This is an optimization exercise on Yosys and OpenROAD, whose aim is small area, not a production implementation. Function was checked by simulation only, so behaviour that the tests miss may differ from the original. Power figures rest on the tool's default switching activity, not on a simulated workload.

==> design/flow/design.v <==
package sobel_pkg;
  localparam int PIX_W_DEF = 8;
  localparam int WIN_W     = 9 * PIX_W_DEF;
  localparam int TAP_TL = 8;
  localparam int TAP_TM = 7;
  localparam int TAP_TR = 6;
  localparam int TAP_ML = 5;
  localparam int TAP_MM = 4;
  localparam int TAP_MR = 3;
  localparam int TAP_BL = 2;
  localparam int TAP_BM = 1;
  localparam int TAP_BR = 0;
  function automatic logic [PIX_W_DEF-1:0] win_tap(input logic [WIN_W-1:0] win,
                                                   input int              k);
    win_tap = win[k*PIX_W_DEF +: PIX_W_DEF];
  endfunction
endpackage
module line_delay
#(
  parameter int DEPTH = 125,
  parameter int PIX_W = sobel_pkg::PIX_W_DEF
) (
  input  logic             clk,
  input  logic             rst,
  input  logic             en_i,
  input  logic [PIX_W-1:0] din_i,
  output logic [PIX_W-1:0] dout_o
);
  logic [PIX_W-1:0] sr_q [DEPTH];
  logic [PIX_W-1:0] keep_w;
  assign keep_w = {PIX_W{!rst}};
  always_ff @(posedge clk) begin
    sr_q[0] <= en_i ? din_i : (sr_q[0] & keep_w);
    for (int i = 1; i < DEPTH; i++) begin
      sr_q[i] <= en_i ? sr_q[i-1] : (sr_q[i] & keep_w);
    end
  end
  assign dout_o = sr_q[DEPTH-1];
endmodule
module sobel_window_reader
#(
  parameter int IMG_W = 128,
  parameter int IMG_H = 128,
  parameter int PIX_W = sobel_pkg::PIX_W_DEF
) (
  input  logic                 clk,
  input  logic                 rst,
  input  logic                 pix_valid_i,
  input  logic [7:0]           pix_i,
  output logic [71:0]          win_o,
  output logic                 win_valid_o,
  output logic                 frame_done_o,
  output logic [6:0]           row_o,
  output logic [6:0]           col_o
);
  localparam int CW = (IMG_W > 1) ? $clog2(IMG_W) : 1;
  localparam int RW = (IMG_H > 1) ? $clog2(IMG_H) : 1;
  logic             en;
  logic [PIX_W-1:0] tap_q [9];
  logic [PIX_W-1:0] tap_d [9];
  logic [PIX_W-1:0] a_out;
  logic [PIX_W-1:0] b_out;
  logic [CW-1:0]    col_q;
  logic [RW-1:0]    row_q;
  logic             acc_q;
  logic [CW:0]      col_carry;
  logic [RW:0]      row_carry;
  assign en = pix_valid_i;
  line_delay #(.DEPTH(IMG_W - 3), .PIX_W(PIX_W)) u_delay_a (
    .clk    (clk),
    .rst    (rst),
    .en_i   (en),
    .din_i  (tap_q[sobel_pkg::TAP_BL]),
    .dout_o (a_out)
  );
  line_delay #(.DEPTH(IMG_W - 3), .PIX_W(PIX_W)) u_delay_b (
    .clk    (clk),
    .rst    (rst),
    .en_i   (en),
    .din_i  (tap_q[sobel_pkg::TAP_ML]),
    .dout_o (b_out)
  );
  always_comb begin
    tap_d[sobel_pkg::TAP_TL] = tap_q[sobel_pkg::TAP_TM];
    tap_d[sobel_pkg::TAP_TM] = tap_q[sobel_pkg::TAP_TR];
    tap_d[sobel_pkg::TAP_TR] = b_out;
    tap_d[sobel_pkg::TAP_ML] = tap_q[sobel_pkg::TAP_MM];
    tap_d[sobel_pkg::TAP_MM] = tap_q[sobel_pkg::TAP_MR];
    tap_d[sobel_pkg::TAP_MR] = a_out;
    tap_d[sobel_pkg::TAP_BL] = tap_q[sobel_pkg::TAP_BM];
    tap_d[sobel_pkg::TAP_BM] = tap_q[sobel_pkg::TAP_BR];
    tap_d[sobel_pkg::TAP_BR] = pix_i;
  end
  always_ff @(posedge clk) begin
    for (int i = 0; i < 9; i++) begin
      tap_q[i] <= en ? tap_d[i] : (tap_q[i] & {PIX_W{!rst}});
    end
  end
  always_comb begin
    col_carry[0] = en;
    for (int i = 1; i <= CW; i++) begin
      col_carry[i] = col_carry[i-1] && col_q[i-1];
    end
    row_carry[0] = en && (col_q == CW'(IMG_W - 2));
    for (int i = 1; i <= RW; i++) begin
      row_carry[i] = row_carry[i-1] && row_q[i-1];
    end
  end
  always_ff @(posedge clk) begin
    if (rst) begin
      col_q <= CW'(IMG_W - 2);
      row_q <= RW'(IMG_H - 2);
      acc_q <= 1'b0;
    end else begin
      acc_q <= en;
      col_q <= col_q ^ col_carry[CW-1:0];
      row_q <= row_q ^ row_carry[RW-1:0];
    end
  end
  assign win_valid_o  = acc_q && (col_q != '0) && (col_q != CW'(IMG_W - 1))
                              && (row_q != '0) && (row_q != RW'(IMG_H - 1));
  assign frame_done_o = acc_q && (col_q == CW'(IMG_W - 2)) && (row_q == RW'(IMG_H - 2));
  assign row_o        = row_q;
  assign col_o        = col_q;
  assign win_o        = {tap_q[sobel_pkg::TAP_TL], tap_q[sobel_pkg::TAP_TM], tap_q[sobel_pkg::TAP_TR],
                         tap_q[sobel_pkg::TAP_ML], tap_q[sobel_pkg::TAP_MM], tap_q[sobel_pkg::TAP_MR],
                         tap_q[sobel_pkg::TAP_BL], tap_q[sobel_pkg::TAP_BM], tap_q[sobel_pkg::TAP_BR]};
endmodule
==> design/flow/flow/run.sh <==
#!/bin/bash
# The standard ORFS layout with three changes to how it is built:
#  - port buffers are buf_1 (the default pick is a 10 um2 delay buffer),
#  - CTS inserts no dummy loads,
#  - CTS uses clkbuf_4 buffers, sinks in clusters of at most 11 within 40 um.
# Everything else (synthesis, floorplan, power grid, tap cells, timing repair) is standard.sh.
set -euo pipefail
bash standard.sh \
  "BUFFER_PORTS_ARGS=-buffer_cell sky130_fd_sc_hd__buf_1" \
  "CTS_ARGS=-sink_clustering_enable -repair_clock_nets -dont_use_dummy_load -sink_clustering_size 11 -sink_clustering_max_diameter 40 -buf_list sky130_fd_sc_hd__clkbuf_4" \
  finish > flow_make.log 2>&1
==> design/flow/standard.sh <==
#!/bin/bash
# synth_recipe.tcl (not shown) runs the flow's synth.tcl, then flattens the netlist and writes it again
# the make line also repeats each setting of config.mk as NAME=value (left out here)
make -C /OpenROAD-flow-scripts/flow DESIGN_CONFIG=/design/flow/config.mk WORK_HOME=/design/flow/orfs CLKGATE_MAP_FILE= SYNTH_SCRIPT=/design/flow/synth_recipe.tcl "${@:-finish}"
==> design/flow/config.mk <==
export PLATFORM = sky130hd
export DESIGN_NAME = sobel_window_reader
export DESIGN_NICKNAME = sobel_window_reader
export VERILOG_FILES = /design/flow/design.v
export SDC_FILE = /design/flow/constraint.sdc
export NUM_CORES = 4
export LEC_CHECK = 0
export CAP_MARGIN = 20
export CORE_MARGIN = 2
export CORE_UTILIZATION = 85
export PLACE_DENSITY = 0.9
export SLEW_MARGIN = 20
==> design/flow/constraint.sdc <==
create_clock -name core_clock -period 5.0 [get_ports {clk}]
set_input_delay 1.0000 -clock core_clock [delete_from_list [all_inputs] [get_ports {clk}]]
set_output_delay 1.0000 -clock core_clock [all_outputs]
set_load 0.01 [all_outputs]
==> summary.txt, run 1 <==
Setup path
  – Cell family with most CP delay: simple AND/OR/NAND/NOR gates
  – Largest fanout on the critical path: 4
  – Worst Path Buf+Inv: 1
  – Critical path arrival: 2.50 ns
  – Max stage delay cell, worst path: or4_1
  – Category of the worst setup path capture point: output pin
  – Cells along the critical path: or4_1 > o41ai_1 > a2111oi_0 > buf_1
  – Delay contributed by the slowest stage of the critical path: 0.52 ns
  – Startpoint type of the worst setup path: flip-flop
  – Data required time of the worst path: 4.00 ns
  – Category of the most critical setup path: flip-flop to output pin

STA
  – Total negative slack: 0 ns
  – Worst clock skew: 0.0853 ns
  – Final setup fails: 0
  – Final cycle utilization of the critical path: 70.0%
  – Final worst hold slack: 0.126 ns
  – Unrepaired setup endpoints after global routing: false
  – Final Max Slew Viols: 0
  – Final min period: 3.50 ns
  – Worst Tran Pin Value: 1.12 ns
  – Final count of hold timing violations: 0
  – Relative slew slack: 25.4%
  – Highest Clock Rate: 286 MHz

CTS
  – Maximum number of buffers from clock root to sink: 3
  – Post-CTS Setup Bufs: 0
  – Clock edge transition at the registers on the reported setup and hold paths: 0.11 ns
  – Post-cts hold buffer count: 0
  – Inserted Clock Buffers: 210
  – Root Buffer: clkbuf_4
  – Number of sinks driven by the clock tree: 2087
  – CTS H-Tree Depth: 4
  – Clock tree from TritonCTS: yes
  – Number of instances resized during post-cts repair: 0
  – Insertion delay of the later-clocked pin in the worst-skew pair: 1.10 ns

Power and ir drop
  – Lkg Pwr: 24.9 nW
  – Switching Power: 0.00521 W
  – Maximum ir drop on the vdd rail: 346 uV
  – Ratio of total power to cell area: 373 nW/um^2
  – Clock power frac: 27.5%
  – Sequential share of power: 69.8%
  – Cell-internal power: 0.0187 W
  – Sw Share: 21.8%
  – Combinational cell fraction of total power: 2.7%

GRT
  – Antenna violations before repair: 2
  – Wire length of the first global-routing pass: 168000 um
  – Via count of the first global-routing pass: 34362
  – Pin count of the biggest net entering global routing: 275
  – Total GRT Usage: 25.7%
  – Total global routing overflow: 0

Route
  – Initial DRT Pass Iterations: 7
  – Overall via count from detail_route: 36223
  – Count of nets left with antenna violations after detail routing: 0
  – Via-per-instance ratio: 6.56
  – DRT iter0 DRCs: 2739
  – Post-Route WL: 99600 um
  – DRC violation count after routing: 0
  – Drt wl/cell: 18.0 um

Floorplan
  – Effective utilization at floorplan: 86.0%
  – Std cell rows: 99
  – Die Outline Area: 76000 um^2
  – Placeable core region: 73000 um^2
  – Chip height: 276 um
  – Die W: 276 um
  – Num ports: 99

Layout
  – Fraction of final layout cells with drive strength greater than 1: 5.87%
  – Total number of nets in the final design: 4587
  – Fin cells: 5526
  – Post-layout util: 87.9%
  – Area added between synthesis and finish: 2.23%

Yosys
  – Net Count, Synth: 4693
  – Mapped Area: 62700 um^2
  – Post-synthesis instance total: 4670
  – Fraction of the yosys area taken by sequential cells: 66.6%
  – Count of yosys warnings during synthesis: 7
  – Yosys cell types: 25
  – Post-synthesis sequential element count: 2087
  – Syn Area/Cell: 13.4 um^2

Run
  – Number of max-capacitance violations reported: 0

Worst hold path
  – Worst hold path type: input pin to flip-flop

Status
  – Result of the run: complete, no violations

Placement
  – Count of buffers inserted at the top-level ports: 98
  – DP Cell Count: 5311
  – Routability-driven placement congestion ratio: 0.709
  – HPWL Detailed: 55800 um
-- stage by stage --
stage | area (um^2) | power [W] | setup slack [ns]
2_1_floorplan | 62700 | 0.0176 | 1.85
3_3_place_gp | 62500 | 0.0177 | 1.56
3_5_place_dp | 62500 | 0.0177 | 1.45
4_1_cts | 64100 | 0.0241 | 1.42
5_1_grt | 64100 | 0.0248 | 1.36
6_report | 64100 | 0.0239 | 1.50
-- worst paths after layout --
path                                 to             startpoint  cells after the start  slack, ns
setup / recovery            win_valid_o               col_q[3]                      4       1.50
setup reg to reg               row_q[5]               col_q[2]                     10       2.74
hold / removal              tap_q[0][6]               pix_i[6]                      2       0.13
hold reg to reg   u_delay_b.sr_q[65][4]  u_delay_b.sr_q[64][4]                      1       0.42
-- per-layer routing --
layer | routed length [um] | global-route usage [%]
met5 | 0 | 0
met4 | 1620 | 7.10
met3 | 3020 | 4.32
met1 | 49800 | 38.2
met2 | 45100 | 39.1
-- placed cells by master, fill, tap and decap left out, drive strengths merged --
cell type,synthesis,final
dfxtp,2087,2087
inv,1,1
or4,2,2
or2,10,10
nor2b,3,3
nand2b,4,4
o21ai,2,2
a22o,2070,2070
clkbuf,76,211
nand2,4,4
nand4,2,2
and4b,1,1
nor3,2,2
ha,12,12
and2,1,1
xnor2,2,2
nor2,2,2
diode,0,5
a2111oi,1,1
nor4,1,1
o41ai,1,1
buf,386,143
-- worst reg2reg max path, stage by stage, from the launching register on --
cell     delay [ns]
dfxtp_1        0.36
nand4_1        0.12
nor3_1         0.07
and2_1         0.17
ha_1           0.18
ha_1           0.18
ha_1           0.19
ha_1           0.18
ha_1           0.18
ha_1           0.27
or2_2          0.27
-- registers in the layout (all words and copies together), names as in the netlist --
signal and count:
acc_q 1, col_q 7, row_q 7, tap_q 72, u_delay_a.sr_q 1000, u_delay_b.sr_q 1000
-- layout make-up --
cell class / instances / area (um^2)
tap: 959 / 1200
timing repair buffer: 144 / 1020
fill: 3431 / 8850
antenna: 5 / 12.5
inverter: 1 / 3.75
clock buffer: 210 / 1580
multi-input combinational: 2120 / 18500
sequential: 2087 / 41800
-- synthesized netlist by cell type, drive strengths merged --
library cell	n	area share, %
buf	386	3.4
and2	1	0.010
nor4	1	0.010
ha	12	0.24
or4	2	0.024
nand2b	4	0.040
o21ai	2	0.016
clkbuf	76	0.45
nand4	2	0.020
or2	10	0.10
o41ai	1	0.014
a22o	2070	29
a2111oi	1	0.014
nor2b	3	0.030
nor3	2	0.016
inv	1	0.0060
nand2	4	0.024
nor2	2	0.024
dfxtp	2087	67
and4b	1	0.016
xnor2	2	0.028
-- power by group through the flow --
stage | logic [W] | registers, W | clock network (W)
after CTS | 0.000650 | 0.0167 | 0.00674
after global routing | 0.000721 | 0.0167 | 0.00738
after floorplan | 0.000576 | 0.0171 | 0
after global placement | 0.000632 | 0.0171 | 0
after detailed placement | 0.000648 | 0.0171 | 0
final | 0.000652 | 0.0167 | 0.00658
-- logic make-up (layout without fill, tap and decap cells) --
kind of cell	after synthesis	after routing	synth area share [%]
simple gates	32	32	0.313
compound gates	2074	2074	29.0
buf+inv	463	355	3.85
other cells	0	5	0
fa+ha+maj	12	12	0.239
xor+xnor	2	2	0.0279
flops	2087	2087	66.6
==> run 2: changes to the inputs <==
--- a/design/flow/design.v
+++ b/design/flow/design.v
@@ -23,3 +23,2 @@
   input  logic             clk,
-  input  logic             rst,
   input  logic             en_i,
@@ -29,8 +28,8 @@
   logic [PIX_W-1:0] sr_q [DEPTH];
-  logic [PIX_W-1:0] keep_w;
-  assign keep_w = {PIX_W{!rst}};
   always_ff @(posedge clk) begin
-    sr_q[0] <= en_i ? din_i : (sr_q[0] & keep_w);
-    for (int i = 1; i < DEPTH; i++) begin
-      sr_q[i] <= en_i ? sr_q[i-1] : (sr_q[i] & keep_w);
+    if (en_i) begin
+      sr_q[0] <= din_i;
+      for (int i = 1; i < DEPTH; i++) begin
+        sr_q[i] <= sr_q[i-1];
+      end
     end
@@ -59,3 +58,2 @@
   logic [PIX_W-1:0] tap_q [9];
-  logic [PIX_W-1:0] tap_d [9];
   logic [PIX_W-1:0] a_out;
@@ -65,4 +63,2 @@
   logic             acc_q;
-  logic [CW:0]      col_carry;
-  logic [RW:0]      row_carry;
   assign en = pix_valid_i;
@@ -70,3 +66,2 @@
     .clk    (clk),
-    .rst    (rst),
     .en_i   (en),
@@ -77,3 +72,2 @@
     .clk    (clk),
-    .rst    (rst),
     .en_i   (en),
@@ -82,26 +76,13 @@
   );
-  always_comb begin
-    tap_d[sobel_pkg::TAP_TL] = tap_q[sobel_pkg::TAP_TM];
-    tap_d[sobel_pkg::TAP_TM] = tap_q[sobel_pkg::TAP_TR];
-    tap_d[sobel_pkg::TAP_TR] = b_out;
-    tap_d[sobel_pkg::TAP_ML] = tap_q[sobel_pkg::TAP_MM];
-    tap_d[sobel_pkg::TAP_MM] = tap_q[sobel_pkg::TAP_MR];
-    tap_d[sobel_pkg::TAP_MR] = a_out;
-    tap_d[sobel_pkg::TAP_BL] = tap_q[sobel_pkg::TAP_BM];
-    tap_d[sobel_pkg::TAP_BM] = tap_q[sobel_pkg::TAP_BR];
-    tap_d[sobel_pkg::TAP_BR] = pix_i;
-  end
   always_ff @(posedge clk) begin
-    for (int i = 0; i < 9; i++) begin
-      tap_q[i] <= en ? tap_d[i] : (tap_q[i] & {PIX_W{!rst}});
-    end
-  end
-  always_comb begin
-    col_carry[0] = en;
-    for (int i = 1; i <= CW; i++) begin
-      col_carry[i] = col_carry[i-1] && col_q[i-1];
-    end
-    row_carry[0] = en && (col_q == CW'(IMG_W - 2));
-    for (int i = 1; i <= RW; i++) begin
-      row_carry[i] = row_carry[i-1] && row_q[i-1];
+    if (en) begin
+      tap_q[sobel_pkg::TAP_TL] <= tap_q[sobel_pkg::TAP_TM];
+      tap_q[sobel_pkg::TAP_TM] <= tap_q[sobel_pkg::TAP_TR];
+      tap_q[sobel_pkg::TAP_TR] <= b_out;
+      tap_q[sobel_pkg::TAP_ML] <= tap_q[sobel_pkg::TAP_MM];
+      tap_q[sobel_pkg::TAP_MM] <= tap_q[sobel_pkg::TAP_MR];
+      tap_q[sobel_pkg::TAP_MR] <= a_out;
+      tap_q[sobel_pkg::TAP_BL] <= tap_q[sobel_pkg::TAP_BM];
+      tap_q[sobel_pkg::TAP_BM] <= tap_q[sobel_pkg::TAP_BR];
+      tap_q[sobel_pkg::TAP_BR] <= pix_i;
     end
@@ -115,4 +96,8 @@
       acc_q <= en;
-      col_q <= col_q ^ col_carry[CW-1:0];
-      row_q <= row_q ^ row_carry[RW-1:0];
+      if (en) begin
+        col_q <= col_q + CW'(1);
+        if (col_q == CW'(IMG_W - 2)) begin
+          row_q <= row_q + RW'(1);
+        end
+      end
     end
==> design/flow/run.sh (new file) <==
#!/bin/bash
# synth_recipe.tcl (not shown) runs the flow's synth.tcl, then flattens the netlist and writes it again
# the make line also repeats each setting of config.mk as NAME=value (left out here)
make -C /OpenROAD-flow-scripts/flow DESIGN_CONFIG=/design/flow/config.mk WORK_HOME=/design/flow/orfs CLKGATE_MAP_FILE= SYNTH_SCRIPT=/design/flow/synth_recipe.tcl finish
--- a/design/flow/config.mk
+++ b/design/flow/config.mk
@@ -9,4 +9,3 @@
 export CORE_MARGIN = 2
-export CORE_UTILIZATION = 85
-export PLACE_DENSITY = 0.9
+export CORE_UTILIZATION = 40
 export SLEW_MARGIN = 20
removed: design/flow/flow/run.sh
removed: design/flow/standard.sh
==> run 2 against run 1 <==
  * Register-to-register slack gained 0.53 ns
  * Total power increased by 49%
  * Clock power up 120%
  * Area after synthesis grew 0.58%
  * Critical path type unchanged
  * Critical endpoint unchanged
==> summary.txt, run 2 <==
Status
  – Result of the run: complete, no violations

Setup path
  – Delay contributed by the slowest stage of the critical path: 0.61 ns (+0.09 ns)
  – Cells along the critical path: inv_1 > ha_1 > or4b_1 > nor3_1 > nor4_1 > clkdlybuf4s50_1
  – Register-to-register path setup slack: 3.27 ns (+0.53 ns)
  – Max stage delay cell, worst path: clkdlybuf4s50_1
  – Category of the most critical setup path: flip-flop to output pin
  – Worst Path Buf+Inv: 2 (+1)
  – Data required time of the worst path: 4.00 ns (about the same)
  – Largest fanout on the critical path: 6 (+2)
  – Cell family with most CP delay: buffers and inverters
  – Startpoint type of the worst setup path: flip-flop
  – Category of the worst setup path capture point: output pin
  – Critical path arrival: 2.77 ns (+0.27 ns)

CTS
  – Clock edge transition at the registers on the reported setup and hold paths: 0.06 ns (-0.05 ns)
  – Inserted Clock Buffers: 201 (-4.3%)
  – Maximum number of buffers from clock root to sink: 3 (unchanged)
  – Root Buffer: clkbuf_16
  – Post-cts hold buffer count: 0 (unchanged)
  – Clock tree from TritonCTS: yes
  – Insertion delay of the later-clocked pin in the worst-skew pair: 0.80 ns (-0.30 ns)
  – Number of sinks driven by the clock tree: 2087 (unchanged)
  – Number of instances resized during post-cts repair: 0 (unchanged)
  – CTS H-Tree Depth: 4 (unchanged)
  – Post-CTS Setup Bufs: 0 (unchanged)

Floorplan
  – Chip height: 401 um (+46%)
  – Num ports: 99 (unchanged)
  – Die Outline Area: 161000 um^2 (+110%)
  – Placeable core region: 156000 um^2 (+110%)
  – Effective utilization at floorplan: 40.3% (-46 points)
  – Std cell rows: 145 (+46%)
  – Die W: 401 um (+46%)

Layout
  – Non-Filler Cell Area, Final: 73400 um^2 (+15%)
  – Post-layout util: 46.9% (-41 points)
  – Antenna diode count: 0 (-5)
  – Highest-count cells in the layout ignoring fill and taps: edfxtp_1, clkbuf_16, clkdlybuf4s50_1
  – Top Registers: u_delay_a.sr_q x1000, u_delay_b.sr_q x1000, tap_q x72
  – Total number of nets in the final design: 2517 (-45%)
  – Fin cells: 4728 (-14%)
  – Fraction of final layout cells with drive strength greater than 1: 11.8% (+6.0 points)
  – Area added between synthesis and finish: 16.4%
  – Commonest non-fill, non-tap cell in the layout: edfxtp_1

Route
  – Top layer in use: met4
  – Overall via count from detail_route: 21158 (-42%)
  – DRC violation count after routing: 0 (unchanged)
  – Length of routed wiring on met1: 37600 um (-25%)
  – DRT iter0 DRCs: 1949 (-29%)
  – Initial DRT Pass Iterations: 5 (-2)
  – Drt wl/cell: 15.7 um (-13%)
  – Via-per-instance ratio: 4.48 (-32%)
  – Detailed-routed wire length on met3: 3870 um (+28%)
  – Total met2 wirelength after detailed routing: 30400 um (-33%)
  – Count of nets left with antenna violations after detail routing: 0 (unchanged)
  – Post-Route WL: 74100 um (-26%)

Worst hold path
  – Worst hold path type: flip-flop to flip-flop

Yosys
  – Async S/R FF share, synth: 0% (unchanged)
  – Post-synth top cells: edfxtp_1, dfxtp_1, nand3_1
  – Count of yosys warnings during synthesis: 5 (-2)
  – Mapped Area: 63100 um^2 (+0.58%)
  – Yosys cell types: 32 (+28%)
  – Number of enable-type register cells in the synthesized netlist: 2072 (+2072)
  – Top cells by area, synth: edfxtp_1, dfxtp_1, ha_1, nand3_1, nor4_4
  – Net Count, Synth: 2186 (-53%)
  – Post-synthesis sequential element count: 2087 (unchanged)
  – Post-synthesis instance total: 2169 (-54%)
  – Fraction of the yosys area taken by sequential cells: 99.1% (+32 points)
  – Most repeated cell in the gate-level netlist after synthesis: edfxtp_1
  – Post-synth top flop: edfxtp_1
  – Area leader, netlist: edfxtp_1
  – Share of the synthesized area in the top cell type: 98.6% (+32 points)
  – Syn Area/Cell: 29.1 um^2 (+120%)

GRT
  – Via count of the first global-routing pass: 20943 (-39%)
  – Pin count of the biggest net entering global routing: 163 (-41%)
  – Total GRT Usage: 8.96% (-17 points)
  – Total global routing overflow: 0 (unchanged)
  – Wire length of the first global-routing pass: 117000 um (-30%)
  – Antenna violations before repair: 0 (-2)

Power and ir drop
  – Cell-internal power: 0.0287 W (+53%)
  – Ratio of total power to cell area: 485 nW/um^2 (+30%)
  – Sw Share: 19.5% (-2.3 points)
  – Sequential share of power: 58.0% (-12 points)
  – Switching Power: 0.00693 W (+33%)
  – Combinational cell fraction of total power: 1.5% (-1.2 points)
  – Lkg Pwr: 24.3 nW (-2.4%)
  – Clock power frac: 40.5% (+13 points)
  – Maximum ir drop on the vdd rail: 335 uV (-3.0%)

STA
  – Final min period: 3.77 ns (+0.269 ns)
  – Final cycle utilization of the critical path: 75.4% (+5.4 points)
  – Highest Clock Rate: 265 MHz (-7.1%)
  – Final Max Slew Viols: 0 (unchanged)
  – Worst Tran Pin Value: 1.07 ns (-0.0515 ns)
  – Relative slew slack: 28.8% (+3.4 points)
  – Worst clock skew: 0.0348 ns (-0.0505 ns)
  – Unrepaired setup endpoints after global routing: false
  – Final count of hold timing violations: 0 (unchanged)
  – Total negative slack: 0 ns (unchanged)
  – Final setup fails: 0 (unchanged)

Placement
  – Routability-driven placement congestion ratio: 0.738 (+4.0%)
  – Count of buffers inserted at the top-level ports: 98 (unchanged)
  – HPWL Detailed: 30100 um (-46%)
  – Placed cell areas: 67000 um^2 (+7.2%)
  – DP Cell Count: 4355 (-18%)

Run
  – Number of max-capacitance violations reported: 0 (unchanged)
run 2: cell count changes after synthesis, moves of 10 or more:
cell	change
edfxtp_1	+2072
buf_2	-314
or2_2	-10
buf_4	-58
a22o_1	-2070
clkbuf_1	-75
dfxtp_1	-2072
nand3_1	+11
run 2: cell families (layout without fill, tap and decap cells):
logic type               count (synthesis)  after routing  share of synthesized area, %
flip-flops                            2087           2087                          99.1
AND/OR/NAND/NOR                         51             51                         0.510
AO/OA/AOI/OAI                            9              9                        0.0793
buffers and inverters                    9            510                        0.0714
adder cells (fa/ha/maj)                  6              6                         0.119
XOR/XNOR                                 4              4                        0.0556
multiplexers                             3              3                        0.0476
run 2: cell type report:
| type | instances | area [um^2] |
|---|---|---|
| Fill cell | 12523 | 83000 |
| Inverter | 6 | 22.5 |
| Tap cell | 2058 | 2570 |
| Clock buffer | 240 | 5200 |
| Timing Repair Buffer | 131 | 1410 |
| Clock inverter | 133 | 1190 |
| Multi-Input combinational cell | 73 | 512 |
| Sequential cell | 2087 | 62500 |
run 2: final timing paths:
kind,startpoint,to,cells past startpoint
worst max-delay path,col_q[0],win_valid_o,6
worst min-delay path,u_delay_a.sr_q[92][3],u_delay_a.sr_q[93][3],0
worst max register to register,col_q[3],row_q[3],3
worst min register to register,u_delay_a.sr_q[92][3],u_delay_a.sr_q[93][3],0
run 2: power groups by stage:
stage | Clock, W | Combinational (W) | Sequential (W)
after floorplan | 0 | 0.0000566 | 0.0209
after global placement | 0 | 0.000505 | 0.0210
after detailed placement | 0 | 0.000540 | 0.0210
after CTS | 0.0151 | 0.000535 | 0.0207
after global routing | 0.0157 | 0.000578 | 0.0207
final | 0.0144 | 0.000523 | 0.0206
run 2: through the flow:
stage               setup slack, ns  hold WS, ns  power (W)
floorplan                      2.65        0.400     0.0209
detailed placement             2.06        0.405     0.0215
global placement               2.13        0.400     0.0215
global route                   1.13        0.406     0.0370
finish                         1.23        0.389     0.0356
CTS                            1.15        0.390     0.0363
run 2: per-layer routing:
metal,vias up,GRT usage (%)
li1,9550,-
met1,10954,13.8
met2,445,11.6
met3,209,2.67
met4,0,4.18
met5,-,0

[what the ideal ports hide]
In the flow no input, the clock included, has a driving cell. The finished layouts below were timed again as built, in two steps.
Step 1: set_driving_cell puts a clkbuf_16 on clk and a buf_2 on each other input, an assumption about the parent block.
Step 2 also shifts input and output timing later by t, the mid clock arrival at the registers, as if the neighbouring blocks saw the same clock.
Three values: ideal, step 1, step 2; two values: the first two.
run | t (ns) | slack for setup (ns) | hold WS [ns] | latest minus earliest clock arrival (ns)
run 1 | 1.118 | 1.500 / 1.431 / 1.397 | 0.126 / 0.081 / 0.417 | 0.114 / 0.114
run 2 | 0.851 | 1.232 / 1.164 / 1.990 | 0.389 / 0.389 / 0.389 | 0.043 / 0.043
After both steps every run listed still meets setup and hold. The setup slack of run 1, which loses most, moves by -0.069 ns with the drivers and by -0.103 ns with both steps.
